This design comes from an exercise in tuning for small area, a short achievable clock period and few clock cycles per item on the open sky130 flow, not from production work. Only simulation tests tie the RTL to the original design; equivalence was not proved. Power and IR drop assume default switching activity. The flow treats the clock pin as an ideal source, which a real chip does not have.

## flow/design.v (module list and top-level ports; edited modules follow where they fit)
// module sys_matmul_stream: 1034 lines
module sys_matmul_stream #(
  parameter int N      = 3,
  parameter int DW     = 8,
  parameter int ACC_W  = 2*DW + $clog2(N),
  parameter int SIGNED = 0
) (
  input  logic             CLK,
  input  logic             rst_n,
  input  logic             vld_in,
  output logic             rdy_in,
  input  logic [DW-1:0]    a,
  input  logic [DW-1:0]    b,
  input  logic             keep,
  output logic             vld_out,
  input  logic             rdy_out,
  output logic [ACC_W-1:0] c,
  output logic             last_out,
  output logic             busy,
  output logic [1:0]       dbg_state
);
  // ...
==> flow/flow/run.sh <==
#!/bin/bash
# Layout: the standard ORFS flow (standard.sh) with these changes:
#  * synthesis is the standard flow's script (synth_recipe.tcl: ORFS synthesis without fsm and share,
#    then flatten and rename) with one more option on Yosys's synth calls, -noabc, which
#    skips the generic "abc -fast" pass before ORFS extracts full adders; that pass turns
#    the adder tree's xor/majority logic into inverted forms, so the extracted adders
#    come out with an inverter on most of their outputs. Registers are unchanged.
#  * plain buffers (rather than delay cells) on the ports;
#  * clock tree synthesis without dummy loads.
# The flow's full output is in standard_run.log here; ORFS's per-step logs are under
# orfs/logs/.
set -euo pipefail
sed 's/yosys synth -nofsm -noshare /yosys synth -nofsm -noshare -noabc /' synth_recipe.tcl > synth_noabc.tcl
grep -q -- '-noabc' synth_noabc.tcl
sed 's|SYNTH_SCRIPT=[^ ]*synth_recipe.tcl|SYNTH_SCRIPT='"$PWD"'/synth_noabc.tcl|' standard.sh > standard_noabc.sh
grep -q 'synth_noabc.tcl' standard_noabc.sh
cat >> config.mk <<'CFG'
export SETUP_SLACK_MARGIN = 5.3
export BUFFER_PORTS_ARGS = -buffer_cell sky130_fd_sc_hd__buf_2
export CTS_ARGS = -sink_clustering_enable -repair_clock_nets -sink_clustering_size 30 -sink_clustering_max_diameter 100 -dont_use_dummy_load
CFG
bash standard_noabc.sh > standard_run.log 2>&1
==> flow/standard.sh <==
#!/bin/bash
# synth_recipe.tcl (not shown) runs the flow's synth.tcl, then flattens the netlist and writes it again
# the make line also repeats each setting of config.mk as NAME=value (left out here)
make -C /OpenROAD-flow-scripts/flow DESIGN_CONFIG=/design/flow/config.mk WORK_HOME=/design/flow/orfs CLKGATE_MAP_FILE= SYNTH_SCRIPT=/design/flow/synth_recipe.tcl "${@:-finish}"
==> flow/config.mk <==
export PLATFORM = sky130hd
export DESIGN_NAME = sys_matmul_stream
export DESIGN_NICKNAME = sys_matmul_stream
export VERILOG_FILES = /design/flow/design.v
export SDC_FILE = /design/flow/constraint.sdc
export NUM_CORES = 4
export LEC_CHECK = 0
export ABC_CLOCK_PERIOD_IN_PS = 2800
export CAP_MARGIN = 20
export CORE_MARGIN = 2
export CORE_UTILIZATION = 55
export CTS_CLUSTER_DIAMETER = 100
export CTS_CLUSTER_SIZE = 30
export SLEW_MARGIN = 20
export SETUP_SLACK_MARGIN = 5.3
export BUFFER_PORTS_ARGS = -buffer_cell sky130_fd_sc_hd__buf_2
export CTS_ARGS = -sink_clustering_enable -repair_clock_nets -sink_clustering_size 30 -sink_clustering_max_diameter 100 -dont_use_dummy_load
==> flow/constraint.sdc <==
create_clock -name core_clock -period 8.0 [get_ports {CLK}]
set_input_delay 1.6000 -clock core_clock [delete_from_list [all_inputs] [get_ports {CLK}]]
set_output_delay 1.6000 -clock core_clock [all_outputs]
set_load 0.01 [all_outputs]
==> summary.txt, run 1 <==
Status
  – Outcome: complete, no violations

Timing
  – Maximum clock rate: 0.3706 GHz
  – Final setup violating endpoints: 0
  – Max Slew Vio Count: 0
  – Period minus WS final: 2.698 ns

Pwr
  – Clock power share: 0.286
  – Combinational power: 131 µW
  – Power per cell area: 207.3 nW/µm²
  – Net Switching: 884.5 µW
  – Power Clock: 1.25 mW
  – Internal cell power: 3.501 mW

Worst setup path
  – Setup Crit Path Kind: flop to output port
  – R2R Setup Slk: 5.41 ns
  – R2R depth: 9
  – Crit-path leading delay family: flip-flops

Logic synthesis
  – Most frequent cell after synthesis: dfxtp_1
  – Top-area cell type share of the netlist area: 0.5409
  – Post-synthesis mux area share: 0.04052
  – Ys flop type: dfxtp_1
  – Syn. warnings: 9
  – Largest family of logic cells by synthesized area: adder cells

Layout
  – Fraction of area in registers: 0.5401
  – Multi-In Gates: 867
  – Area of the multi-input gates: 8218 µm²
  – Top reg by flops: L
  – Ant. Diodes: 0
  – Commonest non-fill, non-tap cell in the layout: dfxtp_1

Placed design
  – Placed Area: 20,440 µm²

Route
  – DR WL met2: 16,140 µm
  – Drt wl/cell: 18.80 µm
  – Vias per Instance: 5.166
  – Antenna-violating nets left: 0
  – Highest Signal Layer: met4
  – Metal3 WL: 1456 µm
  – Via count: 10,200

Global routing
  – GRT Overall Usage: 0.2026
  – Most Crowded Layer GR: met2
Testbench counts, summed over its fixed seeds: cycles 14,488, items 1,600.
==> module sys_matmul_stream, before the edit <==
module sys_matmul_stream #(
  parameter int N      = 3,
  parameter int DW     = 8,
  parameter int ACC_W  = 2*DW + $clog2(N),
  parameter int SIGNED = 0
) (
  input  logic             CLK,
  input  logic             rst_n,
  input  logic             vld_in,
  output logic             rdy_in,
  input  logic [DW-1:0]    a,
  input  logic [DW-1:0]    b,
  input  logic             keep,
  output logic             vld_out,
  input  logic             rdy_out,
  output logic [ACC_W-1:0] c,
  output logic             last_out,
  output logic             busy,
  output logic [1:0]       dbg_state
);
  function automatic logic [8:0] rot1(input logic [8:0] x);
    rot1 = {x[7:0], x[8]};
  endfunction
  function automatic logic [8:0] rot2(input logic [8:0] x);
    rot2 = {x[6:0], x[8:7]};
  endfunction
  function automatic logic [8:0] rotm2(input logic [8:0] x);
    rotm2 = {x[1:0], x[8:2]};
  endfunction
  logic [8:0] ph;           
  logic [8:0] lb;           
  logic       lpar;         
  logic       lkeep;        
  logic       have_prev;    
  logic       cact;         
  logic       ot;           
  logic       cfull;        
  logic [8:0] cp;           
  logic       cpar;
  logic       ckeep;
  logic [8:0] op;           
  logic [8:0] U;            
  logic       av, bv;       
  logic       cpass;        
  logic       r_rdy, r_vld, r_last, r_busy, r_dbg0;
  logic [ACC_W-1:0] c_r;
  logic [DW-1:0] a_q, b_q;
  logic          v_q, wpar_q;
  logic [DW-1:0] R [9];
  logic [DW-1:0] E;
  logic [DW-1:0] W0b0 [2];      
  logic [DW-1:0] W0b1, W0b2;
  logic [DW-1:0] W1b0 [2];
  logic [DW-1:0] W1b1, W1b2;
  logic [DW-1:0] W2b0 [2];
  logic [DW-1:0] W2b1, W2b2;
  logic [ACC_W-1:0] L0s, L0c;
  logic [ACC_W-1:0] L [1:8];
  logic hs_in, hs_out;
  assign hs_in  = vld_in && r_rdy;
  assign hs_out = r_vld && rdy_out;
  logic [8:0] e_m;          
  logic       m_ready, m_fire;
  assign e_m = rot2(ph);
  assign m_ready = cfull || e_m[0] || ((e_m[1] || e_m[3] || e_m[4]) && lb[8]);
  assign m_fire  = cact && ot && m_ready && !U[6];
  logic [8:0] ph_n, lb_n, cp_n, op_n, U_n;
  logic       lpar_n, lkeep_n, have_prev_n, cact_n, cfull_n, cpar_n, ckeep_n;
  logic       idle, hold;
  logic       vld_n, rdy_n, busy_n;
  logic [ACC_W-1:0] L1_n;
  assign idle = lb[0] && !cact && !(|U) && !av && !bv;
  function automatic logic rdy_calc(input logic [8:0] ph_x, input logic [8:0] lb_x,
                                    input logic cact_x, input logic cfull_x,
                                    input logic [8:0] cp_x, input logic ot_x,
                                    input logic u3, input logic u4, input logic u5);
    logic [8:0] done_b;    
    done_b = 9'd0;
    if (lb_x[0])            done_b = 9'b111111110;
    if (lb_x[1])            done_b = 9'b111110000;
    if (lb_x[2])            done_b = 9'b110000000;
    if (lb_x[3] || lb_x[6]) done_b = 9'b110000000;
    if (lb_x[4] || lb_x[7]) done_b = 9'b100000000;
    rdy_calc = |(ph_x & lb_x) &&
               (!cact_x || !cfull_x || |(cp_x & done_b) || (ot_x && !u3 && !u4 && !u5));
  endfunction
  logic [8:0] cp_m;         
  logic       cact_m;
  logic [8:0] ph_h0;        
  logic       rdy_h1, rdy_h0, vld_o1, vld_o0, blk_o1, blk_o0, clr, busy_b;
  logic       cact_h1, cfull_h1;
  logic       ot_h;         
  logic [8:0] cp_h1;
  always_comb begin
    cp_m   = m_fire ? rot1(cp) : cp;
    ot_h   = m_fire || |(cp & rot1(rot2(ph)));
    cact_m = cact && !(m_fire && cp[8]);
    cact_h1  = cact_m || lb[6];
    cfull_h1 = lb[6] ? 1'b0 : (cfull || lb[8]);
    cp_h1    = lb[6] ? 9'd1 : cp_m;
    rdy_h1   = rdy_calc(rot1(ph), rot1(lb), cact_h1, cfull_h1, cp_h1, ot_h, U[3], U[4], U[5]);
    ph_h0    = (!have_prev && idle) ? 9'd1 : rot1(ph);
    rdy_h0   = rdy_calc(ph_h0, lb, cact_m, cfull, cp_m, ot_h, U[3], U[4], U[5]);
    blk_o1 = cact_m && !cfull && ((op[8] && !cp_m[0]) || (op[0] && cp_m[2]));
    blk_o0 = cact_m && !cfull && ((op[0] && !cp_m[0]) || (op[1] && cp_m[2]));
    vld_o1 = |(rot1(op) & rotm2(rot1(ph))) && U[0];
    vld_o0 = |(op & rotm2(rot1(ph))) && U[0];
    clr    = hs_in && (lb[6] || lb[8]);
    busy_b = !lb[0] || cact_m || (|U[8:2]) || U[0] || bv || m_fire || av;
  end
  always_comb begin
    hold        = !have_prev && idle && !hs_in;
    ph_n        = hold ? 9'd1 : rot1(ph);
    lb_n        = hs_in ? rot1(lb) : lb;
    lpar_n      = lpar ^ (hs_in && lb[8]);
    lkeep_n     = (hs_in && lb[0]) ? (keep && have_prev) : lkeep;
    have_prev_n = have_prev || (hs_in && lb[8]);
    cact_n      = cact_m;
    cp_n        = cp_m;
    cfull_n     = cfull;
    cpar_n      = cpar;
    ckeep_n     = ckeep;
    if (hs_in && lb[6]) begin
      cact_n  = 1'b1;
      cp_n    = 9'd1;
      cfull_n = 1'b0;
      cpar_n  = lpar;
      ckeep_n = lkeep;
    end
    if (hs_in && lb[8]) cfull_n = 1'b1;
    op_n   = hs_out ? rot1(op) : op;
    U_n    = {U[7:2], U[1] && !hs_out, U[0], bv || U[8]};
    vld_n  = hs_out ? (vld_o1 && (!blk_o1 || clr)) : (vld_o0 && (!blk_o0 || clr));
    rdy_n  = hs_in ? rdy_h1 : rdy_h0;
    busy_n = hs_in || busy_b || (U[1] && !hs_out);
  end
  always_ff @(posedge CLK) begin
    if (!rst_n) begin
      ph        <= 9'd1;
      lb        <= 9'd1;
      lpar      <= 1'b0;
      lkeep     <= 1'b0;
      have_prev <= 1'b0;
      cact      <= 1'b0;
      ot        <= 1'b0;
      cfull     <= 1'b0;
      cp        <= 9'd1;
      cpar      <= 1'b0;
      ckeep     <= 1'b0;
      op        <= 9'd1;
      U         <= '0;
      av        <= 1'b0;
      bv        <= 1'b0;
      v_q       <= 1'b0;
      r_rdy     <= 1'b1;
      r_vld     <= 1'b0;
      r_last    <= 1'b0;
      r_busy    <= 1'b0;
      r_dbg0    <= 1'b0;
      c_r       <= '0;
    end else begin
      ph        <= ph_n;
      lb        <= lb_n;
      lpar      <= lpar_n;
      lkeep     <= lkeep_n;
      have_prev <= have_prev_n;
      cact      <= cact_n;
      ot        <= (hs_in && lb[6]) || ot_h;
      cfull     <= cfull_n;
      cp        <= cp_n;
      cpar      <= cpar_n;
      ckeep     <= ckeep_n;
      op        <= op_n;
      U         <= U_n;
      av        <= m_fire;
      bv        <= av;
      v_q       <= hs_in;
      r_rdy     <= rdy_n;
      r_vld     <= vld_n;
      r_last    <= hs_out ? (vld_o1 && (!blk_o1 || clr) && op[7]) : (vld_o0 && (!blk_o0 || clr) && op[8]);
      r_busy    <= busy_n;
      r_dbg0    <= !rdy_n && !vld_n;
      c_r       <= vld_n ? L1_n : '0;
    end
  end
  logic wb0, wb1, wb2;      
  assign wb0 = v_q && (ph[1] || ph[2] || ph[3]);
  assign wb1 = v_q && (ph[4] || ph[5] || ph[6]);
  assign wb2 = v_q && (ph[7] || ph[8] || ph[0]);
  always_ff @(posedge CLK) begin
    a_q    <= a;
    b_q    <= b;
    wpar_q <= lpar;
    cpass  <= ckeep || !m_fire;
    R[0]   <= v_q ? a_q : R[8];
    for (int i = 1; i < 9; i++) R[i] <= R[i-1];
    E      <= R[8];
    W0b0[0] <= W1b0[0];
    W0b0[1] <= W1b0[1];
    W0b1   <= W1b1;
    W0b2   <= W1b2;
    W1b0[0] <= W2b0[0];
    W1b0[1] <= W2b0[1];
    W1b1   <= W2b1;
    W1b2   <= W2b2;
    W2b0[0] <= (wb0 && !wpar_q) ? b_q : W0b0[0];
    W2b0[1] <= (wb0 &&  wpar_q) ? b_q : W0b0[1];
    W2b1    <= wb1 ? b_q : W0b1;
    W2b2    <= wb2 ? b_q : W0b2;
  end
  logic [DW-1:0] x0, x1, x2, y0, y1, y2;
  logic rs0, rs1, rs2;      
  logic fwd_a, fwd_b;
  assign rs0   = m_fire && ph[7];
  assign rs1   = m_fire && ph[1];
  assign rs2   = m_fire && ph[4];
  assign fwd_a = v_q && ph[7];
  assign fwd_b = v_q && (ph[7] || ph[8] || ph[0]);
  always_comb begin
    if (ph[7])      begin x0 = R[5]; x1 = R[2]; x2 = fwd_a ? a_q : R[8]; end
    else if (ph[1]) begin x0 = R[7]; x1 = R[4]; x2 = R[1]; end
    else            begin x0 = E;    x1 = R[6]; x2 = R[3]; end
    y0 = W0b0[cpar];
    y1 = W0b1;
    y2 = fwd_b ? b_q : W0b2;
  end
  logic [DW-1:0] X0, X1, X2, Y0, Y1, Y2;
  always_ff @(posedge CLK) begin
    if (rs0 || rs1 || rs2) begin
      X0 <= x0; X1 <= x1; X2 <= x2;
    end
    Y0 <= y0 & {DW{m_fire}};
    Y1 <= y1 & {DW{m_fire}};
    Y2 <= y2 & {DW{m_fire}};
  end
  logic [DW-1:0] pp0 [DW];
  logic [DW-1:0] pp1 [DW];
  logic [DW-1:0] pp2 [DW];
  logic [ACC_W-1:0] cpm;
  always_comb begin
    for (int i = 0; i < DW; i++) begin
      pp0[i] = X0[i] ? Y0 : '0;
      pp1[i] = X1[i] ? Y1 : '0;
      pp2[i] = X2[i] ? Y2 : '0;
    end
    cpm = cpass ? L[7] : '0;
  end
  logic [ACC_W-1:0] sum_r0, sum_r1;
  logic [1:0] ra0;
  logic [1:0] ra1;
  logic [0:0] ra2;
  logic [2:0] ra3;
  logic [3:0] ra4;
  logic [4:0] ra5;
  logic [5:0] ra6;
  logic [6:0] ra7;
  logic [7:0] ra8;
  logic [7:0] ra9;
  logic [6:0] ra10;
  logic [5:0] ra11;
  logic [4:0] ra12;
  logic [3:0] ra13;
  logic [2:0] ra14;
  logic [1:0] ra15;
  logic [1:0] ra16;
  logic [0:0] ra17;
  logic tas1;
  logic tac2;
  logic tas3;
  logic tac4;
  logic tas5;
  logic tac6;
  logic tas7;
  logic tac8;
  logic tas9;
  logic tac10;
  logic tas11;
  logic tac12;
  logic tas13;
  logic tac14;
  logic tas15;
  logic tac16;
  logic tas17;
  logic tac18;
  logic tas19;
  logic tac20;
  logic tas21;
  logic tac22;
  logic tas23;
  logic tac24;
  logic tas25;
  logic tac26;
  logic tas27;
  logic tac28;
  logic tas29;
  logic tac30;
  logic tas31;
  logic tac32;
  logic tas33;
  logic tac34;
  logic tas35;
  logic tac36;
  logic tas37;
  logic tac38;
  logic tas39;
  logic tac40;
  logic tas41;
  logic tac42;
  logic tas43;
  logic tac44;
  logic tas45;
  logic tac46;
  logic tas47;
  logic tac48;
  logic tas49;
  logic tac50;
  logic tas51;
  logic tac52;
  logic tas53;
  logic tac54;
  logic tas55;
  logic tac56;
  logic tas57;
  logic tac58;
  logic tas59;
  logic tac60;
  logic tas61;
  logic tac62;
  logic tas63;
  logic tac64;
  logic tas65;
  logic tac66;
  logic tas67;
  logic tac68;
  logic tas69;
  logic tac70;
  logic tas71;
  logic tac72;
  logic tas73;
  logic tac74;
  logic tas75;
  logic tac76;
  logic tas77;
  logic tac78;
  logic tas79;
  logic tac80;
  logic tas81;
  logic tac82;
  logic tas83;
  logic tac84;
  logic tas85;
  logic tac86;
  logic tas87;
  logic tac88;
  logic tas89;
  logic tac90;
  logic tas91;
  logic tac92;
  logic tas93;
  logic tac94;
  logic tas95;
  logic tac96;
  logic tas97;
  logic tac98;
  logic tas99;
  logic tac100;
  logic tas101;
  logic tac102;
  logic tas103;
  logic tac104;
  logic tas105;
  logic tac106;
  logic tas107;
  logic tac108;
  logic tas109;
  logic tac110;
  logic tas111;
  logic tac112;
  logic tas113;
  logic tac114;
  logic tas115;
  logic tac116;
  logic tas117;
  logic tac118;
  logic tas119;
  logic tac120;
  logic tas121;
  logic tac122;
  logic tas123;
  logic tac124;
  logic tas125;
  logic tac126;
  logic tas127;
  logic tac128;
  logic tas129;
  logic tac130;
  logic tas131;
  logic tac132;
  logic tas133;
  logic tac134;
  logic tas135;
  logic tac136;
  logic tas137;
  logic tac138;
  logic tas139;
  logic tac140;
  logic tas141;
  logic tac142;
  logic tas143;
  logic tac144;
  logic tas145;
  logic tac146;
  logic tas147;
  logic tac148;
  logic tas149;
  logic tac150;
  logic tas151;
  logic tac152;
  logic tas153;
  logic tac154;
  logic tas155;
  logic tac156;
  logic tas157;
  logic tac158;
  logic tas159;
  logic tac160;
  logic tas161;
  logic tac162;
  logic tas163;
  logic tac164;
  logic tas165;
  logic tac166;
  logic tas167;
  logic tac168;
  logic tas169;
  logic tac170;
  logic tas171;
  logic tac172;
  logic tas173;
  logic tac174;
  logic tas175;
  logic tac176;
  logic tas177;
  logic tac178;
  logic tas179;
  logic tac180;
  logic tas181;
  logic tac182;
  logic tas183;
  logic tac184;
  logic tas185;
  logic tac186;
  logic tas187;
  logic tac188;
  logic tas189;
  logic tac190;
  logic tas191;
  logic tac192;
  logic tas193;
  logic tac194;
  logic tas195;
  logic tac196;
  logic tas197;
  logic tac198;
  logic tas199;
  logic tac200;
  logic tas201;
  logic tac202;
  logic tas203;
  logic tac204;
  logic tas205;
  logic tac206;
  logic tas207;
  logic tac208;
  logic tas209;
  logic tac210;
  logic tas211;
  logic tac212;
  logic tas213;
  logic tac214;
  logic tas215;
  logic tac216;
  logic tas217;
  logic tac218;
  logic tas219;
  logic tac220;
  logic tas221;
  logic tac222;
  logic tas223;
  logic tac224;
  logic tas225;
  logic tac226;
  logic tas227;
  logic tac228;
  logic tas229;
  logic tac230;
  logic tas231;
  logic tac232;
  logic tas233;
  logic tac234;
  logic tas235;
  logic tac236;
  logic tas237;
  logic tac238;
  logic tas239;
  logic tac240;
  logic tas241;
  logic tac242;
  logic tas243;
  logic tac244;
  logic tas245;
  logic tac246;
  logic tas247;
  logic tac248;
  logic tas249;
  logic tac250;
  logic tas251;
  logic tac252;
  logic tas253;
  logic tac254;
  logic tas255;
  logic tac256;
  logic tas257;
  logic tac258;
  logic tas259;
  logic tac260;
  logic tas261;
  logic tac262;
  logic tas263;
  logic tac264;
  logic tas265;
  logic tac266;
  logic tas267;
  logic tac268;
  logic tbs269;
  logic tbc270;
  logic tbs271;
  logic tbc272;
  logic tbs273;
  logic tbc274;
  logic tbs275;
  logic tbc276;
  logic tbs277;
  logic tbc278;
  logic tbs279;
  logic tbc280;
  logic tbs281;
  logic tbc282;
  logic tbs283;
  logic tbc284;
  logic tbs285;
  logic tbc286;
  logic tbs287;
  logic tbc288;
  logic tbs289;
  logic tbc290;
  logic tbs291;
  logic tbc292;
  logic tbs293;
  logic tbc294;
  logic tbs295;
  logic tbc296;
  logic tbs297;
  logic tbc298;
  logic tbs299;
  logic tbc300;
  logic tbs301;
  logic tbc302;
  logic tbs303;
  logic tbc304;
  logic tbs305;
  logic tbc306;
  logic tbs307;
  logic tbc308;
  logic tbs309;
  logic tbc310;
  logic tbs311;
  logic tbc312;
  logic tbs313;
  logic tbc314;
  logic tbs315;
  logic tbc316;
  logic tbs317;
  logic tbc318;
  logic tbs319;
  logic tbc320;
  logic tbs321;
  logic tbc322;
  logic tbs323;
  logic tbc324;
  logic tbs325;
  logic tbc326;
  logic tbs327;
  logic tbc328;
  logic tbs329;
  logic tbc330;
  logic tbs331;
  logic tbc332;
  logic tbs333;
  logic tbc334;
  logic tbs335;
  logic tbc336;
  logic tbs337;
  logic tbc338;
  logic tbs339;
  logic tbc340;
  logic tbs341;
  logic tbc342;
  logic tbs343;
  logic tbc344;
  logic tbs345;
  logic tbc346;
  logic tbs347;
  logic tbc348;
  logic tbs349;
  logic tbc350;
  logic tbs351;
  logic tbc352;
  logic tbs353;
  logic tbc354;
  logic tbs355;
  logic tbc356;
  logic tbs357;
  logic tbc358;
  logic tbs359;
  logic tbc360;
  logic tbs361;
  logic tbc362;
  logic tbs363;
  logic tbc364;
  logic tbs365;
  logic tbc366;
  assign tas1 = pp0[0][0] ^ pp1[0][0] ^ pp2[0][0];
  assign tac2 = (pp0[0][0] & pp1[0][0]) | (pp0[0][0] & pp2[0][0]) | (pp1[0][0] & pp2[0][0]);
  assign tas3 = pp0[0][1] ^ pp0[1][0] ^ pp1[0][1];
  assign tac4 = (pp0[0][1] & pp0[1][0]) | (pp0[0][1] & pp1[0][1]) | (pp0[1][0] & pp1[0][1]);
  assign tas5 = pp1[1][0] ^ pp2[0][1] ^ pp2[1][0];
  assign tac6 = (pp1[1][0] & pp2[0][1]) | (pp1[1][0] & pp2[1][0]) | (pp2[0][1] & pp2[1][0]);
  assign tas7 = cpm[1] ^ tac2 ^ tas3;
  assign tac8 = (cpm[1] & tac2) | (cpm[1] & tas3) | (tac2 & tas3);
  assign tas9 = pp0[0][2] ^ pp0[1][1] ^ pp0[2][0];
  assign tac10 = (pp0[0][2] & pp0[1][1]) | (pp0[0][2] & pp0[2][0]) | (pp0[1][1] & pp0[2][0]);
  assign tas11 = pp1[0][2] ^ pp1[1][1] ^ pp1[2][0];
  assign tac12 = (pp1[0][2] & pp1[1][1]) | (pp1[0][2] & pp1[2][0]) | (pp1[1][1] & pp1[2][0]);
  assign tas13 = pp2[0][2] ^ pp2[1][1] ^ pp2[2][0];
  assign tac14 = (pp2[0][2] & pp2[1][1]) | (pp2[0][2] & pp2[2][0]) | (pp2[1][1] & pp2[2][0]);
  assign tas15 = cpm[2] ^ tac4 ^ tac6;
  assign tac16 = (cpm[2] & tac4) | (cpm[2] & tac6) | (tac4 & tac6);
  assign tas17 = tas9 ^ tas11 ^ tas13;
  assign tac18 = (tas9 & tas11) | (tas9 & tas13) | (tas11 & tas13);
  assign tas19 = tac8 ^ tas15 ^ tas17;
  assign tac20 = (tac8 & tas15) | (tac8 & tas17) | (tas15 & tas17);
  assign tas21 = pp0[0][3] ^ pp0[1][2] ^ pp0[2][1];
  assign tac22 = (pp0[0][3] & pp0[1][2]) | (pp0[0][3] & pp0[2][1]) | (pp0[1][2] & pp0[2][1]);
  assign tas23 = pp0[3][0] ^ pp1[0][3] ^ pp1[1][2];
  assign tac24 = (pp0[3][0] & pp1[0][3]) | (pp0[3][0] & pp1[1][2]) | (pp1[0][3] & pp1[1][2]);
  assign tas25 = pp1[2][1] ^ pp1[3][0] ^ pp2[0][3];
  assign tac26 = (pp1[2][1] & pp1[3][0]) | (pp1[2][1] & pp2[0][3]) | (pp1[3][0] & pp2[0][3]);
  assign tas27 = pp2[1][2] ^ pp2[2][1] ^ pp2[3][0];
  assign tac28 = (pp2[1][2] & pp2[2][1]) | (pp2[1][2] & pp2[3][0]) | (pp2[2][1] & pp2[3][0]);
  assign tas29 = cpm[3] ^ tac10 ^ tac12;
  assign tac30 = (cpm[3] & tac10) | (cpm[3] & tac12) | (tac10 & tac12);
  assign tas31 = tac14 ^ tas21 ^ tas23;
  assign tac32 = (tac14 & tas21) | (tac14 & tas23) | (tas21 & tas23);
  assign tas33 = tas25 ^ tas27 ^ tac16;
  assign tac34 = (tas25 & tas27) | (tas25 & tac16) | (tas27 & tac16);
  assign tas35 = tac18 ^ tas29 ^ tas31;
  assign tac36 = (tac18 & tas29) | (tac18 & tas31) | (tas29 & tas31);
  assign tas37 = pp0[0][4] ^ pp0[1][3] ^ pp0[2][2];
  assign tac38 = (pp0[0][4] & pp0[1][3]) | (pp0[0][4] & pp0[2][2]) | (pp0[1][3] & pp0[2][2]);
  assign tas39 = pp0[3][1] ^ pp0[4][0] ^ pp1[0][4];
  assign tac40 = (pp0[3][1] & pp0[4][0]) | (pp0[3][1] & pp1[0][4]) | (pp0[4][0] & pp1[0][4]);
  assign tas41 = pp1[1][3] ^ pp1[2][2] ^ pp1[3][1];
  assign tac42 = (pp1[1][3] & pp1[2][2]) | (pp1[1][3] & pp1[3][1]) | (pp1[2][2] & pp1[3][1]);
  assign tas43 = pp1[4][0] ^ pp2[0][4] ^ pp2[1][3];
  assign tac44 = (pp1[4][0] & pp2[0][4]) | (pp1[4][0] & pp2[1][3]) | (pp2[0][4] & pp2[1][3]);
  assign tas45 = pp2[2][2] ^ pp2[3][1] ^ pp2[4][0];
  assign tac46 = (pp2[2][2] & pp2[3][1]) | (pp2[2][2] & pp2[4][0]) | (pp2[3][1] & pp2[4][0]);
  assign tas47 = cpm[4] ^ tac22 ^ tac24;
  assign tac48 = (cpm[4] & tac22) | (cpm[4] & tac24) | (tac22 & tac24);
  assign tas49 = tac26 ^ tac28 ^ tas37;
  assign tac50 = (tac26 & tac28) | (tac26 & tas37) | (tac28 & tas37);
  assign tas51 = tas39 ^ tas41 ^ tas43;
  assign tac52 = (tas39 & tas41) | (tas39 & tas43) | (tas41 & tas43);
  assign tas53 = tas45 ^ tac30 ^ tac32;
  assign tac54 = (tas45 & tac30) | (tas45 & tac32) | (tac30 & tac32);
  assign tas55 = tas47 ^ tas49 ^ tas51;
  assign tac56 = (tas47 & tas49) | (tas47 & tas51) | (tas49 & tas51);
  assign tas57 = pp0[0][5] ^ pp0[1][4] ^ pp0[2][3];
  assign tac58 = (pp0[0][5] & pp0[1][4]) | (pp0[0][5] & pp0[2][3]) | (pp0[1][4] & pp0[2][3]);
  assign tas59 = pp0[3][2] ^ pp0[4][1] ^ pp0[5][0];
  assign tac60 = (pp0[3][2] & pp0[4][1]) | (pp0[3][2] & pp0[5][0]) | (pp0[4][1] & pp0[5][0]);
  assign tas61 = pp1[0][5] ^ pp1[1][4] ^ pp1[2][3];
  assign tac62 = (pp1[0][5] & pp1[1][4]) | (pp1[0][5] & pp1[2][3]) | (pp1[1][4] & pp1[2][3]);
  assign tas63 = pp1[3][2] ^ pp1[4][1] ^ pp1[5][0];
  assign tac64 = (pp1[3][2] & pp1[4][1]) | (pp1[3][2] & pp1[5][0]) | (pp1[4][1] & pp1[5][0]);
  assign tas65 = pp2[0][5] ^ pp2[1][4] ^ pp2[2][3];
  assign tac66 = (pp2[0][5] & pp2[1][4]) | (pp2[0][5] & pp2[2][3]) | (pp2[1][4] & pp2[2][3]);
  assign tas67 = pp2[3][2] ^ pp2[4][1] ^ pp2[5][0];
  assign tac68 = (pp2[3][2] & pp2[4][1]) | (pp2[3][2] & pp2[5][0]) | (pp2[4][1] & pp2[5][0]);
  assign tas69 = cpm[5] ^ tac38 ^ tac40;
  assign tac70 = (cpm[5] & tac38) | (cpm[5] & tac40) | (tac38 & tac40);
  assign tas71 = tac42 ^ tac44 ^ tac46;
  assign tac72 = (tac42 & tac44) | (tac42 & tac46) | (tac44 & tac46);
  assign tas73 = tas57 ^ tas59 ^ tas61;
  assign tac74 = (tas57 & tas59) | (tas57 & tas61) | (tas59 & tas61);
  assign tas75 = tas63 ^ tas65 ^ tas67;
  assign tac76 = (tas63 & tas65) | (tas63 & tas67) | (tas65 & tas67);
  assign tas77 = tac48 ^ tac50 ^ tac52;
  assign tac78 = (tac48 & tac50) | (tac48 & tac52) | (tac50 & tac52);
  assign tas79 = tas69 ^ tas71 ^ tas73;
  assign tac80 = (tas69 & tas71) | (tas69 & tas73) | (tas71 & tas73);
  assign tas81 = pp0[0][6] ^ pp0[1][5] ^ pp0[2][4];
  assign tac82 = (pp0[0][6] & pp0[1][5]) | (pp0[0][6] & pp0[2][4]) | (pp0[1][5] & pp0[2][4]);
  assign tas83 = pp0[3][3] ^ pp0[4][2] ^ pp0[5][1];
  assign tac84 = (pp0[3][3] & pp0[4][2]) | (pp0[3][3] & pp0[5][1]) | (pp0[4][2] & pp0[5][1]);
  assign tas85 = pp0[6][0] ^ pp1[0][6] ^ pp1[1][5];
  assign tac86 = (pp0[6][0] & pp1[0][6]) | (pp0[6][0] & pp1[1][5]) | (pp1[0][6] & pp1[1][5]);
  assign tas87 = pp1[2][4] ^ pp1[3][3] ^ pp1[4][2];
  assign tac88 = (pp1[2][4] & pp1[3][3]) | (pp1[2][4] & pp1[4][2]) | (pp1[3][3] & pp1[4][2]);
  assign tas89 = pp1[5][1] ^ pp1[6][0] ^ pp2[0][6];
  assign tac90 = (pp1[5][1] & pp1[6][0]) | (pp1[5][1] & pp2[0][6]) | (pp1[6][0] & pp2[0][6]);
  assign tas91 = pp2[1][5] ^ pp2[2][4] ^ pp2[3][3];
  assign tac92 = (pp2[1][5] & pp2[2][4]) | (pp2[1][5] & pp2[3][3]) | (pp2[2][4] & pp2[3][3]);
  assign tas93 = pp2[4][2] ^ pp2[5][1] ^ pp2[6][0];
  assign tac94 = (pp2[4][2] & pp2[5][1]) | (pp2[4][2] & pp2[6][0]) | (pp2[5][1] & pp2[6][0]);
  assign tas95 = cpm[6] ^ tac58 ^ tac60;
  assign tac96 = (cpm[6] & tac58) | (cpm[6] & tac60) | (tac58 & tac60);
  assign tas97 = tac62 ^ tac64 ^ tac66;
  assign tac98 = (tac62 & tac64) | (tac62 & tac66) | (tac64 & tac66);
  assign tas99 = tac68 ^ tas81 ^ tas83;
  assign tac100 = (tac68 & tas81) | (tac68 & tas83) | (tas81 & tas83);
  assign tas101 = tas85 ^ tas87 ^ tas89;
  assign tac102 = (tas85 & tas87) | (tas85 & tas89) | (tas87 & tas89);
  assign tas103 = tas91 ^ tas93 ^ tac70;
  assign tac104 = (tas91 & tas93) | (tas91 & tac70) | (tas93 & tac70);
  assign tas105 = tac72 ^ tac74 ^ tac76;
  assign tac106 = (tac72 & tac74) | (tac72 & tac76) | (tac74 & tac76);
  assign tas107 = tas95 ^ tas97 ^ tas99;
  assign tac108 = (tas95 & tas97) | (tas95 & tas99) | (tas97 & tas99);
  assign tas109 = pp0[0][7] ^ pp0[1][6] ^ pp0[2][5];
  assign tac110 = (pp0[0][7] & pp0[1][6]) | (pp0[0][7] & pp0[2][5]) | (pp0[1][6] & pp0[2][5]);
  assign tas111 = pp0[3][4] ^ pp0[4][3] ^ pp0[5][2];
  assign tac112 = (pp0[3][4] & pp0[4][3]) | (pp0[3][4] & pp0[5][2]) | (pp0[4][3] & pp0[5][2]);
  assign tas113 = pp0[6][1] ^ pp0[7][0] ^ pp1[0][7];
  assign tac114 = (pp0[6][1] & pp0[7][0]) | (pp0[6][1] & pp1[0][7]) | (pp0[7][0] & pp1[0][7]);
  assign tas115 = pp1[1][6] ^ pp1[2][5] ^ pp1[3][4];
  assign tac116 = (pp1[1][6] & pp1[2][5]) | (pp1[1][6] & pp1[3][4]) | (pp1[2][5] & pp1[3][4]);
  assign tas117 = pp1[4][3] ^ pp1[5][2] ^ pp1[6][1];
  assign tac118 = (pp1[4][3] & pp1[5][2]) | (pp1[4][3] & pp1[6][1]) | (pp1[5][2] & pp1[6][1]);
  assign tas119 = pp1[7][0] ^ pp2[0][7] ^ pp2[1][6];
  assign tac120 = (pp1[7][0] & pp2[0][7]) | (pp1[7][0] & pp2[1][6]) | (pp2[0][7] & pp2[1][6]);
  assign tas121 = pp2[2][5] ^ pp2[3][4] ^ pp2[4][3];
  assign tac122 = (pp2[2][5] & pp2[3][4]) | (pp2[2][5] & pp2[4][3]) | (pp2[3][4] & pp2[4][3]);
  assign tas123 = pp2[5][2] ^ pp2[6][1] ^ pp2[7][0];
  assign tac124 = (pp2[5][2] & pp2[6][1]) | (pp2[5][2] & pp2[7][0]) | (pp2[6][1] & pp2[7][0]);
  assign tas125 = cpm[7] ^ tac82 ^ tac84;
  assign tac126 = (cpm[7] & tac82) | (cpm[7] & tac84) | (tac82 & tac84);
  assign tas127 = tac86 ^ tac88 ^ tac90;
  assign tac128 = (tac86 & tac88) | (tac86 & tac90) | (tac88 & tac90);
  assign tas129 = tac92 ^ tac94 ^ tas109;
  assign tac130 = (tac92 & tac94) | (tac92 & tas109) | (tac94 & tas109);
  assign tas131 = tas111 ^ tas113 ^ tas115;
  assign tac132 = (tas111 & tas113) | (tas111 & tas115) | (tas113 & tas115);
  assign tas133 = tas117 ^ tas119 ^ tas121;
  assign tac134 = (tas117 & tas119) | (tas117 & tas121) | (tas119 & tas121);
  assign tas135 = tas123 ^ tac96 ^ tac98;
  assign tac136 = (tas123 & tac96) | (tas123 & tac98) | (tac96 & tac98);
  assign tas137 = tac100 ^ tac102 ^ tas125;
  assign tac138 = (tac100 & tac102) | (tac100 & tas125) | (tac102 & tas125);
  assign tas139 = tas127 ^ tas129 ^ tas131;
  assign tac140 = (tas127 & tas129) | (tas127 & tas131) | (tas129 & tas131);
  assign tas141 = pp0[1][7] ^ pp0[2][6] ^ pp0[3][5];
  assign tac142 = (pp0[1][7] & pp0[2][6]) | (pp0[1][7] & pp0[3][5]) | (pp0[2][6] & pp0[3][5]);
  assign tas143 = pp0[4][4] ^ pp0[5][3] ^ pp0[6][2];
  assign tac144 = (pp0[4][4] & pp0[5][3]) | (pp0[4][4] & pp0[6][2]) | (pp0[5][3] & pp0[6][2]);
  assign tas145 = pp0[7][1] ^ pp1[1][7] ^ pp1[2][6];
  assign tac146 = (pp0[7][1] & pp1[1][7]) | (pp0[7][1] & pp1[2][6]) | (pp1[1][7] & pp1[2][6]);
  assign tas147 = pp1[3][5] ^ pp1[4][4] ^ pp1[5][3];
  assign tac148 = (pp1[3][5] & pp1[4][4]) | (pp1[3][5] & pp1[5][3]) | (pp1[4][4] & pp1[5][3]);
  assign tas149 = pp1[6][2] ^ pp1[7][1] ^ pp2[1][7];
  assign tac150 = (pp1[6][2] & pp1[7][1]) | (pp1[6][2] & pp2[1][7]) | (pp1[7][1] & pp2[1][7]);
  assign tas151 = pp2[2][6] ^ pp2[3][5] ^ pp2[4][4];
  assign tac152 = (pp2[2][6] & pp2[3][5]) | (pp2[2][6] & pp2[4][4]) | (pp2[3][5] & pp2[4][4]);
  assign tas153 = pp2[5][3] ^ pp2[6][2] ^ pp2[7][1];
  assign tac154 = (pp2[5][3] & pp2[6][2]) | (pp2[5][3] & pp2[7][1]) | (pp2[6][2] & pp2[7][1]);
  assign tas155 = cpm[8] ^ tac110 ^ tac112;
  assign tac156 = (cpm[8] & tac110) | (cpm[8] & tac112) | (tac110 & tac112);
  assign tas157 = tac114 ^ tac116 ^ tac118;
  assign tac158 = (tac114 & tac116) | (tac114 & tac118) | (tac116 & tac118);
  assign tas159 = tac120 ^ tac122 ^ tac124;
  assign tac160 = (tac120 & tac122) | (tac120 & tac124) | (tac122 & tac124);
  assign tas161 = tas141 ^ tas143 ^ tas145;
  assign tac162 = (tas141 & tas143) | (tas141 & tas145) | (tas143 & tas145);
  assign tas163 = tas147 ^ tas149 ^ tas151;
  assign tac164 = (tas147 & tas149) | (tas147 & tas151) | (tas149 & tas151);
  assign tas165 = tas153 ^ tac126 ^ tac128;
  assign tac166 = (tas153 & tac126) | (tas153 & tac128) | (tac126 & tac128);
  assign tas167 = tac130 ^ tac132 ^ tac134;
  assign tac168 = (tac130 & tac132) | (tac130 & tac134) | (tac132 & tac134);
  assign tas169 = tas155 ^ tas157 ^ tas159;
  assign tac170 = (tas155 & tas157) | (tas155 & tas159) | (tas157 & tas159);
  assign tas171 = pp0[2][7] ^ pp0[3][6] ^ pp0[4][5];
  assign tac172 = (pp0[2][7] & pp0[3][6]) | (pp0[2][7] & pp0[4][5]) | (pp0[3][6] & pp0[4][5]);
  assign tas173 = pp0[5][4] ^ pp0[6][3] ^ pp0[7][2];
  assign tac174 = (pp0[5][4] & pp0[6][3]) | (pp0[5][4] & pp0[7][2]) | (pp0[6][3] & pp0[7][2]);
  assign tas175 = pp1[2][7] ^ pp1[3][6] ^ pp1[4][5];
  assign tac176 = (pp1[2][7] & pp1[3][6]) | (pp1[2][7] & pp1[4][5]) | (pp1[3][6] & pp1[4][5]);
  assign tas177 = pp1[5][4] ^ pp1[6][3] ^ pp1[7][2];
  assign tac178 = (pp1[5][4] & pp1[6][3]) | (pp1[5][4] & pp1[7][2]) | (pp1[6][3] & pp1[7][2]);
  assign tas179 = pp2[2][7] ^ pp2[3][6] ^ pp2[4][5];
  assign tac180 = (pp2[2][7] & pp2[3][6]) | (pp2[2][7] & pp2[4][5]) | (pp2[3][6] & pp2[4][5]);
  assign tas181 = pp2[5][4] ^ pp2[6][3] ^ pp2[7][2];
  assign tac182 = (pp2[5][4] & pp2[6][3]) | (pp2[5][4] & pp2[7][2]) | (pp2[6][3] & pp2[7][2]);
  assign tas183 = cpm[9] ^ tac142 ^ tac144;
  assign tac184 = (cpm[9] & tac142) | (cpm[9] & tac144) | (tac142 & tac144);
  assign tas185 = tac146 ^ tac148 ^ tac150;
  assign tac186 = (tac146 & tac148) | (tac146 & tac150) | (tac148 & tac150);
  assign tas187 = tac152 ^ tac154 ^ tas171;
  assign tac188 = (tac152 & tac154) | (tac152 & tas171) | (tac154 & tas171);
  assign tas189 = tas173 ^ tas175 ^ tas177;
  assign tac190 = (tas173 & tas175) | (tas173 & tas177) | (tas175 & tas177);
  assign tas191 = tas179 ^ tas181 ^ tac156;
  assign tac192 = (tas179 & tas181) | (tas179 & tac156) | (tas181 & tac156);
  assign tas193 = tac158 ^ tac160 ^ tac162;
  assign tac194 = (tac158 & tac160) | (tac158 & tac162) | (tac160 & tac162);
  assign tas195 = tac164 ^ tas183 ^ tas185;
  assign tac196 = (tac164 & tas183) | (tac164 & tas185) | (tas183 & tas185);
  assign tas197 = pp0[3][7] ^ pp0[4][6] ^ pp0[5][5];
  assign tac198 = (pp0[3][7] & pp0[4][6]) | (pp0[3][7] & pp0[5][5]) | (pp0[4][6] & pp0[5][5]);
  assign tas199 = pp0[6][4] ^ pp0[7][3] ^ pp1[3][7];
  assign tac200 = (pp0[6][4] & pp0[7][3]) | (pp0[6][4] & pp1[3][7]) | (pp0[7][3] & pp1[3][7]);
  assign tas201 = pp1[4][6] ^ pp1[5][5] ^ pp1[6][4];
  assign tac202 = (pp1[4][6] & pp1[5][5]) | (pp1[4][6] & pp1[6][4]) | (pp1[5][5] & pp1[6][4]);
  assign tas203 = pp1[7][3] ^ pp2[3][7] ^ pp2[4][6];
  assign tac204 = (pp1[7][3] & pp2[3][7]) | (pp1[7][3] & pp2[4][6]) | (pp2[3][7] & pp2[4][6]);
  assign tas205 = pp2[5][5] ^ pp2[6][4] ^ pp2[7][3];
  assign tac206 = (pp2[5][5] & pp2[6][4]) | (pp2[5][5] & pp2[7][3]) | (pp2[6][4] & pp2[7][3]);
  assign tas207 = cpm[10] ^ tac172 ^ tac174;
  assign tac208 = (cpm[10] & tac172) | (cpm[10] & tac174) | (tac172 & tac174);
  assign tas209 = tac176 ^ tac178 ^ tac180;
  assign tac210 = (tac176 & tac178) | (tac176 & tac180) | (tac178 & tac180);
  assign tas211 = tac182 ^ tas197 ^ tas199;
  assign tac212 = (tac182 & tas197) | (tac182 & tas199) | (tas197 & tas199);
  assign tas213 = tas201 ^ tas203 ^ tas205;
  assign tac214 = (tas201 & tas203) | (tas201 & tas205) | (tas203 & tas205);
  assign tas215 = tac184 ^ tac186 ^ tac188;
  assign tac216 = (tac184 & tac186) | (tac184 & tac188) | (tac186 & tac188);
  assign tas217 = tac190 ^ tas207 ^ tas209;
  assign tac218 = (tac190 & tas207) | (tac190 & tas209) | (tas207 & tas209);
  assign tas219 = pp0[4][7] ^ pp0[5][6] ^ pp0[6][5];
  assign tac220 = (pp0[4][7] & pp0[5][6]) | (pp0[4][7] & pp0[6][5]) | (pp0[5][6] & pp0[6][5]);
  assign tas221 = pp0[7][4] ^ pp1[4][7] ^ pp1[5][6];
  assign tac222 = (pp0[7][4] & pp1[4][7]) | (pp0[7][4] & pp1[5][6]) | (pp1[4][7] & pp1[5][6]);
  assign tas223 = pp1[6][5] ^ pp1[7][4] ^ pp2[4][7];
  assign tac224 = (pp1[6][5] & pp1[7][4]) | (pp1[6][5] & pp2[4][7]) | (pp1[7][4] & pp2[4][7]);
  assign tas225 = pp2[5][6] ^ pp2[6][5] ^ pp2[7][4];
  assign tac226 = (pp2[5][6] & pp2[6][5]) | (pp2[5][6] & pp2[7][4]) | (pp2[6][5] & pp2[7][4]);
  assign tas227 = cpm[11] ^ tac198 ^ tac200;
  assign tac228 = (cpm[11] & tac198) | (cpm[11] & tac200) | (tac198 & tac200);
  assign tas229 = tac202 ^ tac204 ^ tac206;
  assign tac230 = (tac202 & tac204) | (tac202 & tac206) | (tac204 & tac206);
  assign tas231 = tas219 ^ tas221 ^ tas223;
  assign tac232 = (tas219 & tas221) | (tas219 & tas223) | (tas221 & tas223);
  assign tas233 = tas225 ^ tac208 ^ tac210;
  assign tac234 = (tas225 & tac208) | (tas225 & tac210) | (tac208 & tac210);
  assign tas235 = tac212 ^ tac214 ^ tas227;
  assign tac236 = (tac212 & tac214) | (tac212 & tas227) | (tac214 & tas227);
  assign tas237 = pp0[5][7] ^ pp0[6][6] ^ pp0[7][5];
  assign tac238 = (pp0[5][7] & pp0[6][6]) | (pp0[5][7] & pp0[7][5]) | (pp0[6][6] & pp0[7][5]);
  assign tas239 = pp1[5][7] ^ pp1[6][6] ^ pp1[7][5];
  assign tac240 = (pp1[5][7] & pp1[6][6]) | (pp1[5][7] & pp1[7][5]) | (pp1[6][6] & pp1[7][5]);
  assign tas241 = pp2[5][7] ^ pp2[6][6] ^ pp2[7][5];
  assign tac242 = (pp2[5][7] & pp2[6][6]) | (pp2[5][7] & pp2[7][5]) | (pp2[6][6] & pp2[7][5]);
  assign tas243 = cpm[12] ^ tac220 ^ tac222;
  assign tac244 = (cpm[12] & tac220) | (cpm[12] & tac222) | (tac220 & tac222);
  assign tas245 = tac224 ^ tac226 ^ tas237;
  assign tac246 = (tac224 & tac226) | (tac224 & tas237) | (tac226 & tas237);
  assign tas247 = tas239 ^ tas241 ^ tac228;
  assign tac248 = (tas239 & tas241) | (tas239 & tac228) | (tas241 & tac228);
  assign tas249 = tac230 ^ tac232 ^ tas243;
  assign tac250 = (tac230 & tac232) | (tac230 & tas243) | (tac232 & tas243);
  assign tas251 = pp0[6][7] ^ pp0[7][6] ^ pp1[6][7];
  assign tac252 = (pp0[6][7] & pp0[7][6]) | (pp0[6][7] & pp1[6][7]) | (pp0[7][6] & pp1[6][7]);
  assign tas253 = pp1[7][6] ^ pp2[6][7] ^ pp2[7][6];
  assign tac254 = (pp1[7][6] & pp2[6][7]) | (pp1[7][6] & pp2[7][6]) | (pp2[6][7] & pp2[7][6]);
  assign tas255 = cpm[13] ^ tac238 ^ tac240;
  assign tac256 = (cpm[13] & tac238) | (cpm[13] & tac240) | (tac238 & tac240);
  assign tas257 = tac242 ^ tas251 ^ tas253;
  assign tac258 = (tac242 & tas251) | (tac242 & tas253) | (tas251 & tas253);
  assign tas259 = tac244 ^ tac246 ^ tas255;
  assign tac260 = (tac244 & tac246) | (tac244 & tas255) | (tac246 & tas255);
  assign tas261 = pp0[7][7] ^ pp1[7][7] ^ pp2[7][7];
  assign tac262 = (pp0[7][7] & pp1[7][7]) | (pp0[7][7] & pp2[7][7]) | (pp1[7][7] & pp2[7][7]);
  assign tas263 = cpm[14] ^ tac252 ^ tac254;
  assign tac264 = (cpm[14] & tac252) | (cpm[14] & tac254) | (tac252 & tac254);
  assign tas265 = tas261 ^ tac256 ^ tac258;
  assign tac266 = (tas261 & tac256) | (tas261 & tac258) | (tac256 & tac258);
  assign tas267 = cpm[15] ^ tac262 ^ tac264;
  assign tac268 = (cpm[15] & tac262) | (cpm[15] & tac264) | (tac262 & tac264);
  always_ff @(posedge CLK) begin
    ra0 <= {tas1, cpm[0]};
    ra1 <= {tas7, tas5};
    ra2 <= {tas19};
    ra3 <= {tas35, tas33, tac20};
    ra4 <= {tas55, tas53, tac36, tac34};
    ra5 <= {tas79, tas77, tac56, tac54, tas75};
    ra6 <= {tas107, tas105, tas103, tac80, tac78, tas101};
    ra7 <= {tas139, tas137, tas135, tac108, tac106, tac104, tas133};
    ra8 <= {tas169, tas167, tas165, tac140, tac138, tac136, tas163, tas161};
    ra9 <= {tas195, tas193, tas191, tac170, tac168, tac166, tas189, tas187};
    ra10 <= {tas217, tas215, tac196, tac194, tac192, tas213, tas211};
    ra11 <= {tas235, tas233, tac218, tac216, tas231, tas229};
    ra12 <= {tas249, tas247, tac236, tac234, tas245};
    ra13 <= {tas259, tac250, tac248, tas257};
    ra14 <= {tas265, tac260, tas263};
    ra15 <= {tas267, tac266};
    ra16 <= {tac268, cpm[16]};
    ra17 <= {cpm[17]};
  end
  assign tbs269 = ra7[0] ^ ra7[1];
  assign tbc270 = ra7[0] & ra7[1];
  assign tbs271 = ra8[0] ^ ra8[1] ^ ra8[2];
  assign tbc272 = (ra8[0] & ra8[1]) | (ra8[0] & ra8[2]) | (ra8[1] & ra8[2]);
  assign tbs273 = ra8[3] ^ ra8[4];
  assign tbc274 = ra8[3] & ra8[4];
  assign tbs275 = ra9[0] ^ ra9[1] ^ ra9[2];
  assign tbc276 = (ra9[0] & ra9[1]) | (ra9[0] & ra9[2]) | (ra9[1] & ra9[2]);
  assign tbs277 = ra9[3] ^ ra9[4] ^ ra9[5];
  assign tbc278 = (ra9[3] & ra9[4]) | (ra9[3] & ra9[5]) | (ra9[4] & ra9[5]);
  assign tbs279 = ra10[0] ^ ra10[1] ^ ra10[2];
  assign tbc280 = (ra10[0] & ra10[1]) | (ra10[0] & ra10[2]) | (ra10[1] & ra10[2]);
  assign tbs281 = ra10[3] ^ ra10[4];
  assign tbc282 = ra10[3] & ra10[4];
  assign tbs283 = ra11[0] ^ ra11[1] ^ ra11[2];
  assign tbc284 = (ra11[0] & ra11[1]) | (ra11[0] & ra11[2]) | (ra11[1] & ra11[2]);
  assign tbs285 = ra5[0] ^ ra5[1];
  assign tbc286 = ra5[0] & ra5[1];
  assign tbs287 = ra6[0] ^ ra6[1] ^ ra6[2];
  assign tbc288 = (ra6[0] & ra6[1]) | (ra6[0] & ra6[2]) | (ra6[1] & ra6[2]);
  assign tbs289 = ra6[3] ^ ra6[4];
  assign tbc290 = ra6[3] & ra6[4];
  assign tbs291 = ra7[2] ^ ra7[3] ^ ra7[4];
  assign tbc292 = (ra7[2] & ra7[3]) | (ra7[2] & ra7[4]) | (ra7[3] & ra7[4]);
  assign tbs293 = ra7[5] ^ ra7[6] ^ tbs269;
  assign tbc294 = (ra7[5] & ra7[6]) | (ra7[5] & tbs269) | (ra7[6] & tbs269);
  assign tbs295 = ra8[5] ^ ra8[6] ^ ra8[7];
  assign tbc296 = (ra8[5] & ra8[6]) | (ra8[5] & ra8[7]) | (ra8[6] & ra8[7]);
  assign tbs297 = tbs271 ^ tbs273 ^ tbc270;
  assign tbc298 = (tbs271 & tbs273) | (tbs271 & tbc270) | (tbs273 & tbc270);
  assign tbs299 = ra9[6] ^ ra9[7] ^ tbs275;
  assign tbc300 = (ra9[6] & ra9[7]) | (ra9[6] & tbs275) | (ra9[7] & tbs275);
  assign tbs301 = tbs277 ^ tbc272 ^ tbc274;
  assign tbc302 = (tbs277 & tbc272) | (tbs277 & tbc274) | (tbc272 & tbc274);
  assign tbs303 = ra10[5] ^ ra10[6] ^ tbs279;
  assign tbc304 = (ra10[5] & ra10[6]) | (ra10[5] & tbs279) | (ra10[6] & tbs279);
  assign tbs305 = tbs281 ^ tbc276 ^ tbc278;
  assign tbc306 = (tbs281 & tbc276) | (tbs281 & tbc278) | (tbc276 & tbc278);
  assign tbs307 = ra11[3] ^ ra11[4] ^ ra11[5];
  assign tbc308 = (ra11[3] & ra11[4]) | (ra11[3] & ra11[5]) | (ra11[4] & ra11[5]);
  assign tbs309 = tbs283 ^ tbc280 ^ tbc282;
  assign tbc310 = (tbs283 & tbc280) | (tbs283 & tbc282) | (tbc280 & tbc282);
  assign tbs311 = ra12[0] ^ ra12[1] ^ ra12[2];
  assign tbc312 = (ra12[0] & ra12[1]) | (ra12[0] & ra12[2]) | (ra12[1] & ra12[2]);
  assign tbs313 = ra12[3] ^ ra12[4] ^ tbc284;
  assign tbc314 = (ra12[3] & ra12[4]) | (ra12[3] & tbc284) | (ra12[4] & tbc284);
  assign tbs315 = ra13[0] ^ ra13[1] ^ ra13[2];
  assign tbc316 = (ra13[0] & ra13[1]) | (ra13[0] & ra13[2]) | (ra13[1] & ra13[2]);
  assign tbs317 = ra4[0] ^ ra4[1];
  assign tbc318 = ra4[0] & ra4[1];
  assign tbs319 = ra5[2] ^ ra5[3] ^ ra5[4];
  assign tbc320 = (ra5[2] & ra5[3]) | (ra5[2] & ra5[4]) | (ra5[3] & ra5[4]);
  assign tbs321 = ra6[5] ^ tbs287 ^ tbs289;
  assign tbc322 = (ra6[5] & tbs287) | (ra6[5] & tbs289) | (tbs287 & tbs289);
  assign tbs323 = tbs291 ^ tbs293 ^ tbc288;
  assign tbc324 = (tbs291 & tbs293) | (tbs291 & tbc288) | (tbs293 & tbc288);
  assign tbs325 = tbs295 ^ tbs297 ^ tbc292;
  assign tbc326 = (tbs295 & tbs297) | (tbs295 & tbc292) | (tbs297 & tbc292);
  assign tbs327 = tbs299 ^ tbs301 ^ tbc296;
  assign tbc328 = (tbs299 & tbs301) | (tbs299 & tbc296) | (tbs301 & tbc296);
  assign tbs329 = tbs303 ^ tbs305 ^ tbc300;
  assign tbc330 = (tbs303 & tbs305) | (tbs303 & tbc300) | (tbs305 & tbc300);
  assign tbs331 = tbs307 ^ tbs309 ^ tbc304;
  assign tbc332 = (tbs307 & tbs309) | (tbs307 & tbc304) | (tbs309 & tbc304);
  assign tbs333 = tbs311 ^ tbs313 ^ tbc308;
  assign tbc334 = (tbs311 & tbs313) | (tbs311 & tbc308) | (tbs313 & tbc308);
  assign tbs335 = ra13[3] ^ tbs315 ^ tbc312;
  assign tbc336 = (ra13[3] & tbs315) | (ra13[3] & tbc312) | (tbs315 & tbc312);
  assign tbs337 = ra14[0] ^ ra14[1] ^ ra14[2];
  assign tbc338 = (ra14[0] & ra14[1]) | (ra14[0] & ra14[2]) | (ra14[1] & ra14[2]);
  assign tbs339 = ra3[0] ^ ra3[1];
  assign tbc340 = ra3[0] & ra3[1];
  assign tbs341 = ra4[2] ^ ra4[3] ^ tbs317;
  assign tbc342 = (ra4[2] & ra4[3]) | (ra4[2] & tbs317) | (ra4[3] & tbs317);
  assign tbs343 = tbs285 ^ tbs319 ^ tbc318;
  assign tbc344 = (tbs285 & tbs319) | (tbs285 & tbc318) | (tbs319 & tbc318);
  assign tbs345 = tbc286 ^ tbs321 ^ tbc320;
  assign tbc346 = (tbc286 & tbs321) | (tbc286 & tbc320) | (tbs321 & tbc320);
  assign tbs347 = tbc290 ^ tbs323 ^ tbc322;
  assign tbc348 = (tbc290 & tbs323) | (tbc290 & tbc322) | (tbs323 & tbc322);
  assign tbs349 = tbc294 ^ tbs325 ^ tbc324;
  assign tbc350 = (tbc294 & tbs325) | (tbc294 & tbc324) | (tbs325 & tbc324);
  assign tbs351 = tbc298 ^ tbs327 ^ tbc326;
  assign tbc352 = (tbc298 & tbs327) | (tbc298 & tbc326) | (tbs327 & tbc326);
  assign tbs353 = tbc302 ^ tbs329 ^ tbc328;
  assign tbc354 = (tbc302 & tbs329) | (tbc302 & tbc328) | (tbs329 & tbc328);
  assign tbs355 = tbc306 ^ tbs331 ^ tbc330;
  assign tbc356 = (tbc306 & tbs331) | (tbc306 & tbc330) | (tbs331 & tbc330);
  assign tbs357 = tbc310 ^ tbs333 ^ tbc332;
  assign tbc358 = (tbc310 & tbs333) | (tbc310 & tbc332) | (tbs333 & tbc332);
  assign tbs359 = tbc314 ^ tbs335 ^ tbc334;
  assign tbc360 = (tbc314 & tbs335) | (tbc314 & tbc334) | (tbs335 & tbc334);
  assign tbs361 = tbc316 ^ tbs337 ^ tbc336;
  assign tbc362 = (tbc316 & tbs337) | (tbc316 & tbc336) | (tbs337 & tbc336);
  assign tbs363 = ra15[0] ^ ra15[1] ^ tbc338;
  assign tbc364 = (ra15[0] & ra15[1]) | (ra15[0] & tbc338) | (ra15[1] & tbc338);
  assign tbs365 = ra16[0] ^ ra16[1];
  assign tbc366 = ra16[0] & ra16[1];
  assign sum_r0 = {ra17[0], tbs365, tbs363, tbs361, tbs359, tbs357, tbs355, tbs353, tbs351, tbs349, tbs347, tbs345, tbs343, tbs341, ra3[2], ra2[0], ra1[0], ra0[0]};
  assign sum_r1 = {tbc366, tbc364, tbc362, tbc360, tbc358, tbc356, tbc354, tbc352, tbc350, tbc348, tbc346, tbc344, tbc342, tbc340, tbs339, 1'b0, ra1[1], ra0[1]};
  assign L1_n = L0s + L0c;
  always_ff @(posedge CLK) begin
    L0s  <= sum_r0;
    L0c  <= sum_r1;
    L[1] <= L1_n;
    for (int i = 2; i <= 8; i++) L[i] <= L[i-1];
  end
  assign rdy_in    = r_rdy;
  assign vld_out   = r_vld;
  assign last_out  = r_last;
  assign busy      = r_busy;
  assign dbg_state = {r_vld, r_dbg0};
  assign c         = c_r;
endmodule
==> run 2, diff against run 1 <==
--- a/flow/design.v
+++ b/flow/design.v
@@ -43,6 +43,7 @@
   logic       av, bv;       
   logic       cpass;        
   logic       r_rdy, r_vld, r_last, r_busy, r_dbg0;
+  logic       r_nrdy, r_nvld;   
   logic [ACC_W-1:0] c_r;
   logic [DW-1:0] a_q, b_q;
   logic          v_q, wpar_q;
@@ -57,8 +58,8 @@
   logic [ACC_W-1:0] L0s, L0c;
   logic [ACC_W-1:0] L [1:8];
   logic hs_in, hs_out;
-  assign hs_in  = vld_in && r_rdy;
-  assign hs_out = r_vld && rdy_out;
+  assign hs_in  = vld_in && !r_nrdy;
+  assign hs_out = !r_nvld && rdy_out;
   logic [8:0] e_m;          
   logic       m_ready, m_fire;
   assign e_m = rot2(ph);
@@ -154,6 +155,8 @@
       v_q       <= 1'b0;
       r_rdy     <= 1'b1;
       r_vld     <= 1'b0;
+      r_nvld    <= 1'b1;
+      r_nrdy    <= 1'b0;
       r_last    <= 1'b0;
       r_busy    <= 1'b0;
       r_dbg0    <= 1'b0;
@@ -177,6 +180,8 @@
       v_q       <= hs_in;
       r_rdy     <= rdy_n;
       r_vld     <= vld_n;
+      r_nvld    <= !vld_n;
+      r_nrdy    <= !rdy_n;
       r_last    <= hs_out ? (vld_o1 && (!blk_o1 || clr) && op[7]) : (vld_o0 && (!blk_o0 || clr) && op[8]);
       r_busy    <= busy_n;
       r_dbg0    <= !rdy_n && !vld_n;
==> run 2 against run 1 <==
Compared with the run above: routed wire length rose by 2.7%; combinational power is essentially flat; cell count is 0.71% higher; power increased by 0.70%.
==> summary.txt, run 2 <==
Layout
  – Commonest non-fill, non-tap cell in the layout: dfxtp_1 (unchanged)
  – Top reg by flops: L (unchanged)
  – Layout cell share with drive strength beyond 1: 0.1061 (was 0.09914)
  – Layout Utilization: 0.6000 (was 0.5962)
  – Filler cells: 2,888 (was 2,876)
  – Max reg flops: 126 (unchanged)
  – Final Instance Area: 21,340 µm² (was 21,160 µm²)
  – Cell Count, Final, Fillers Out: 1,988 (was 1,974)
  – Most frequent cells in the layout: dfxtp_1, and2_1, fa_1, nand2_1, buf_2 (was dfxtp_1, and2_1, fa_1, nand2_1, a21oi_1)
  – Top flop regs: L: 126 flops, R: 72 flops (unchanged)
  – Area Overhead vs Synth: 7.364% (was 7.047%)
  – Post-layout nets: 1,750 (was 1,736)
  – Ant. Diodes: 0 (unchanged)

Timing
  – Final setup violating endpoints: 0 (unchanged)
  – Max Slew Vio Count: 0 (unchanged)
  – Max-slew headroom: 0.4364 (was 0.4292)
  – Final period utilization: 0.3311 (was 0.3373)
  – Maximum clock rate: 0.3775 GHz (was 0.3706 GHz)
  – Unrepaired setup endpoints after global routing: true (unchanged)
  – Worst-Margin Slew: 0.8403 ns (was 0.8548 ns)
  – Period minus WS final: 2.649 ns (was 2.698 ns)
  – Worst clock skew: 0.03538 ns (was 0.02830 ns)
  – Setup_tns: 0 ns (unchanged)
  – Fin. Hold Viols: 0 (unchanged)
  – WHS: 0.3178 ns (was 0.3281 ns)
  – Final worst setup slack: 5.351 ns (was 5.302 ns)

Worst setup path
  – CP startpoint: c_r[14]$_SDFF_PN0_ (was r_vld$_SDFF_PN0_)
  – Element type at the critical path start: flop (unchanged)
  – WP buf/inv: 1 (unchanged)
  – CP peak stage delay: 0.36 ns (was 0.42 ns)
  – Crit Path Max Fanout: 1 (was 4)
  – Worst setup EP type: output port (unchanged)
  – RR Startpoint: ph[1]$_SDFF_PP0_ (was L0s[0]$_DFF_P_)
  – Crit-path leading delay family: flip-flops (unchanged)
  – WP data required: 6.40 ns (about the same)
  – Slowest CP cell: dfxtp_1 (was dfxtp_4)
  – Setup Crit Path Kind: flop to output port (unchanged)
  – Critical path cell sequence: buf_2 (unchanged)
  – Worst Path Arrival: 1.05 ns (was 1.10 ns)

CTS
  – Root Driver: clkbuf_16 (unchanged)
  – CTS tree: done (unchanged)
  – H-tree depth: 1 (unchanged)
  – Worst-Skew Late Latency: 0.57 ns (was 0.55 ns)
  – Clock Tree Buf Depth: 3 (unchanged)
  – Cts hold-fix bufs: 0 (unchanged)
  – Clk sinks: 560 (was 558)
  – Clock transition at the registers of the reported paths: 0.11 ns (was 0.10 ns)
  – CTS Buf Count: 22 (unchanged)

Route
  – # DRC: 0 (unchanged)
  – Drt wl/cell: 19.16 µm (was 18.80 µm)
  – First-pass DRT Iterations: 5 (unchanged)
  – Total wire length: 38,090 µm (was 37,110 µm)
  – Vias per Instance: 5.211 (was 5.166)
  – Antenna-violating nets left: 0 (unchanged)
  – Via count: 10,360 (was 10,200)
  – DR iter-0 viols: 452 (was 569)

Logic synthesis
  – Ys flop type: dfxtp_1 (unchanged)
  – Synth Instances: 1,478 (was 1,473)
  – Most instantiated cells after synthesis: dfxtp_1, and2_1, fa_1 (unchanged)
  – Mapped Area: 19,880 µm² (was 19,760 µm²)
  – Synth Net Count: 1,699 (was 1,694)
  – FF+latch count, synth: 560 (was 558)
  – Top-area cell type share of the netlist area: 0.5398 (was 0.5409)
  – Most frequent cell after synthesis: dfxtp_1 (unchanged)
  – FFs w/ async S/R, synth: 0 (unchanged)
  – Syn. warnings: 9 (unchanged)
  – Avg Inst Size Synth: 13.45 µm² (was 13.42 µm²)
  – Dominant cell type by area after synthesis: dfxtp_1 (unchanged)
  – Sequential share of the synthesized area: 0.5761 (was 0.5774)
  – Top cells by area, synth: dfxtp_1, fa_1, and2_1, edfxtp_1, mux2_2 (unchanged)
  – Number of synthesized flops with an enable pin: 24 (unchanged)
  – Synth cell types: 62 (was 67)

Placed design
  – RD Place Congestion: 0.8805 (was 0.9029)
  – Placed Area: 20,550 µm² (was 20,440 µm²)
  – HPWL after DPL: 28,210 µm (was 27,680 µm)
  – IO buf count: 44 (unchanged)
  – Placed cells: 1,948 (was 1,944)
  – DP Worst Slack: 3.791 ns (was 4.510 ns)

Pwr
  – LEAKAGE: 9.426 nW (was 9.237 nW)
  – Logic pwr share: 0.030 (about the same)
  – Internal cell power: 3.516 mW (was 3.501 mW)
  – Net Switching: 899.9 µW (was 884.5 µW)
  – Part of the power in registers: 0.682 (was 0.684)
  – Peak supply drop: 0.0002444 V (was 0.0002386 V)
  – Net Sw Frac: 0.2038 (was 0.2017)
  – Clock power share: 0.288 (was 0.286)
  – Total power: 4.416 mW (was 4.385 mW)
  – Power per cell area: 206.9 nW/µm² (was 207.3 nW/µm²)

Global routing
  – Met2 Usage GRT: 0.3112 (was 0.3102)
  – Initial antenna violation count: 0 (unchanged)
  – First-pass GRT wire length: 60,930 µm (was 60,000 µm)
  – Pin count of the biggest net entering global routing: 59 (was 34)
  – Most Crowded Layer GR: met2 (unchanged)
  – Met1 global-route usage: 0.3100 (was 0.3097)
  – Met3 usage: 0.03357 (was 0.02528)
  – Total congestion overflow: 0 (unchanged)
  – GRT Overall Usage: 0.2060 (was 0.2026)
  – Vias in the first global route: 10,870 (was 10,640)

Floorplan
  – Rows: 69 (unchanged)
  – Ports: 45 (unchanged)
  – Core ar.: 35,570 µm² (was 35,480 µm²)
  – Initial Util: 0.5589 (was 0.5570)
  – Width of the die: 194.1 µm (was 193.6 µm)
  – Die Span Y: 194.1 µm (was 193.6 µm)
  – Die ar.: 37,680 µm² (was 37,460 µm²)

Min path
  – Worst Hold Class: flop to flop (unchanged)
  – Hold wc startpoint: L[3][2]$_DFF_P_ (was W2b1[7]$_DFF_P_)

Status
  – Outcome: complete, no violations (unchanged)

Flow run
  – Maxcap violations: 0 (unchanged)
run 2: metal layers:
metal / vias up / wire (µm)
met5: - / 0
met1: 5178 / 19190
met4: 0 / 940
met2: 188 / 16520
met3: 52 / 1446
li1: 4941 / -
run 2: kinds of logic after synthesis:
family,after synthesis,synth area share
flip-flops,560,0.5761
AND/OR/NAND/NOR,426,0.1193
adder cells (fa/ha/maj),200,0.1924
AO/OA/AOI/OAI,151,0.05363
multiplexers,76,0.04091
buffers and inverters,49,0.01070
XOR/XNOR,16,0.007050
run 2: path summary, 6_finish.rpt:
kind | depth (start not counted) | slack [ns] | to
worst min register to register | 0 | 0.32 | L[4][2]$_DFF_P_
worst max register to register | 10 | 5.39 | c_r[10]$_SDFF_PN0_
worst max-delay path | 1 | 5.35 | c[14]
worst min-delay path | 0 | 0.32 | L[4][2]$_DFF_P_
run 2: power by group through the flow:
stage	registers, mW	clock network (mW)	logic, mW
finish	3.01	1.27	0.133
detailed placement	3.08	0	0.127
CTS	3.01	1.31	0.130
floorplan	3.05	0	0.0925
global placement	3.07	0	0.128
global route	3.03	1.41	0.147
run 2: what timing repair did:
item / CTS / global route
resized for setup: 10 / 12
setup buffers: 7 / 8
endpoints found under the setup margin: 40 / 37
cloned: 3 / 0
pin swaps: 5 / 4
endpoints found under the hold margin: 0 / 0
run 2: layout make-up:
type,instances,area (µm²),area share
Timing Repair Buffer,62,400.4,0.01876
Sequential cell,560,11460,0.5369
Clock buffer,22,550.5,0.02580
Multi-Input combinational cell,871,8303,0.3890
Timing Repair inverter,1,7.507,0.0003518
Inverter,11,45.04,0.002111
Tap cell,461,576.8,0.02703
Testbench counts of run 2, summed over its fixed seeds: cycles 14,488, items 1,600.

## re-timing with driven ports
The results above use ideal ports. As a check the final layouts listed here were re-extracted and re-timed, cells and wires unchanged.
Step 1 assumes that a clkbuf_16 drives the clock port and a buf_2 every other input.
Step 2, shift: input delay + t, output delay - t, t = (earliest + latest rising clock arrival at the registers) / 2. This alone moves slack from input paths to output paths.
Three values: ideal, step 1, step 2; two values: the first two.
run | t, ns | setup slack, ns | pins driven straight from the clock port
run 1 | 0.596 | 5.302 / 5.245 / 4.832 | 1
run 2 | 0.605 | 5.351 / 5.294 / 4.867 | 1
After both steps every run listed still meets setup and hold. For run 2, which loses most, drivers alone change the setup slack by -0.057 ns; drivers and shift together by -0.484 ns.
